Context: an optimization exercise on an open-source flow, tuned for small area, a short achievable clock period and few clock cycles per item. The choices shown serve that exercise and are no tape-out recipe.
The RTL was checked by simulation tests, not by an equivalence proof against the original design.
The clock port is modelled as an ideal driver, which makes a skipped or thinned clock tree look cheaper than it is; a real chip needs a root buffer or a tree.

// wr_req_merge_top
module wr_req_merge_top (
  input  wire                                        clk,
  input  wire                                        rst_n,
  input  wire [5-1:0]                    req_en,
  input  wire [5*32-1:0] req_data,
  output logic [5-1:0]                   req_avail_in,
  input  wire                                        avail_out,
  output logic                                       out_en,
  output logic [32-1:0]              out_data
);
For scale: ~730 flip-flops, about 210 I/O pins.
==> flow/config.mk <==
export PLATFORM = sky130hd
export DESIGN_NAME = wr_req_merge_top
export DESIGN_NICKNAME = wr_req_merge_top
export VERILOG_FILES = /design/flow/design.v
export SDC_FILE = /design/flow/constraint.sdc
export NUM_CORES = 4
export LEC_CHECK = 0
export CAP_MARGIN = 20
export CORE_MARGIN = 2
export CORE_UTILIZATION = 70
export SETUP_SLACK_MARGIN = 3.55
export SLEW_MARGIN = 20
==> flow/constraint.sdc <==
create_clock -name core_clock -period 5.5 [get_ports {clk}]
set_input_delay 1.1000 -clock core_clock [delete_from_list [all_inputs] [get_ports {clk}]]
set_output_delay 1.1000 -clock core_clock [all_outputs]
set_load 0.01 [all_outputs]
standard.sh (not shown) runs the stock make flow with config.mk's settings and CLKGATE_MAP_FILE= SYNTH_SCRIPT=/design/flow/synth_recipe.tcl, a recipe that flattens the netlist after the stock synthesis.
==> flow/flow/run.sh <==
#!/bin/bash
# The standard layout (standard.sh, unchanged synthesis), with three
# changes to how the layout is made:
# - ports are buffered with buf_1 cells (repair sizes them up where timing
#   needs it) instead of the larger default buffer;
# - the flow settings in config.mk.
# Each ORFS step writes its full log under orfs/logs; make's own output goes
# to standard_flow.log here.
set -euo pipefail
here=$(cd "$(dirname "${BASH_SOURCE[0]}")" && pwd)
export CTS_ARGS="-sink_clustering_enable -repair_clock_nets -dont_use_dummy_load -sink_clustering_size 30 -sink_clustering_max_diameter 60 -buf_list sky130_fd_sc_hd__clkbuf_16"
export POST_CTS_TCL="$here/collapse_root.tcl"
export BUFFER_PORTS_ARGS="-buffer_cell sky130_fd_sc_hd__buf_1"
bash standard.sh > standard_flow.log 2>&1
==> flow/flow/collapse_root.tcl <==
set block [ord::get_db_block]
set clk_net [[$block findBTerm clk] getNet]
set loads {}
foreach it [$clk_net getITerms] {
  if {[[$it getMTerm] getIoType] eq "INPUT"} { lappend loads $it }
}
if {[llength $loads] == 1} {
  set root [[lindex $loads 0] getInst]
  set root_net ""
  foreach it [$root getITerms] {
    if {[[$it getMTerm] getIoType] eq "OUTPUT"} { set root_net [$it getNet] }
  }
  set outs {}
  foreach it [$root_net getITerms] {
    if {[[$it getMTerm] getIoType] eq "INPUT"} { lappend outs $it }
  }
  if {[string match *clkbuf* [[$root getMaster] getName]] && [llength $outs] <= 4} {
    puts "collapse_root: [$root getName] drove [llength $outs] cells; the clock port drives them now"
    foreach it $outs {
      $it disconnect
      $it connect $clk_net
    }
    odb::dbInst_destroy $root
    odb::dbNet_destroy $root_net
  } else {
    puts "collapse_root: root [$root getName] drives [llength $outs] cells; tree kept"
  }
}
Testbench counts at the start, summed over its fixed seeds: cycles 11,814, items 9,752.
Rerun with:
--- a/flow/flow/run.sh
+++ b/flow/flow/run.sh
@@ -13,2 +13,3 @@
 export BUFFER_PORTS_ARGS="-buffer_cell sky130_fd_sc_hd__buf_1"
+export PRE_DETAIL_PLACE_TCL="$here/outbuf_pull.tcl"
 bash standard.sh > standard_flow.log 2>&1
==> flow/flow/outbuf_pull.tcl (new file) <==
# Before detailed placement: move each output port's buffer next to the
# register that drives it, so that the strong port buffer, not the register,
# drives the wire to the pin. Detailed placement then makes the placement
# legal.
set block [ord::get_db_block]
set moved 0
foreach bt [$block getBTerms] {
  if {[$bt getIoType] ne "OUTPUT"} continue
  set buf ""
  foreach it [[$bt getNet] getITerms] {
    if {[[$it getMTerm] getIoType] eq "OUTPUT"} { set buf [$it getInst] }
  }
  if {$buf eq ""} continue
  set n2 ""
  foreach it [$buf getITerms] {
    if {[[$it getMTerm] getIoType] eq "INPUT" && [[$it getMTerm] getSigType] eq "SIGNAL"} { set n2 [$it getNet] }
  }
  if {$n2 eq ""} continue
  set ff ""
  set loads 0
  foreach it [$n2 getITerms] {
    if {[[$it getMTerm] getIoType] eq "OUTPUT"} { set ff [$it getInst] } else { incr loads }
  }
  if {$ff eq "" || $loads != 1 || ![[$ff getMaster] isSequential]} continue
  set loc [$ff getLocation]
  $buf setLocation [expr {[lindex $loc 0] + [[$ff getMaster] getWidth]}] [lindex $loc 1]
  incr moved
}
puts "outbuf_pull: moved $moved output buffers next to their registers"
The changed run completed without violations. Die area does not change. Hold slack barely changes. Via count is about the same. Register-to-register slack barely changes. Wire length rises by 0.46%.

==> separate check: timing with driven ports <==
No port has a modelled driver above. Below, the same layouts with a new extraction and two added sets of constraints.
Step 1 (the two cells are an assumption about what drives the block):
set clk [get_ports {clk}]
set_driving_cell -lib_cell sky130_fd_sc_hd__clkbuf_16 $clk
set_driving_cell -lib_cell sky130_fd_sc_hd__buf_2 [delete_from_list [all_inputs] $clk]
Step 2 moves the port delays by t, midway between the first and last clock arrival at a register: inputs arrive t later, outputs are due t later. That takes back most of the time a late clock gives input paths.
Slacks: ideal / step 1 / step 2; pairs: ideal / step 1.
run | t, ns | setup WS [ns] | worst register clock-pin slew, ns
the first run | 0.483 | 3.518 / 3.401 / 3.179 | 0.10 / 0.10
the second run | 0.493 | 3.524 / 3.401 / 3.157 | 0.11 / 0.11
After both steps setup and hold are still met in every run listed. For the second run, which loses most, drivers alone change the setup slack by -0.123 ns; drivers and shift together by -0.367 ns.
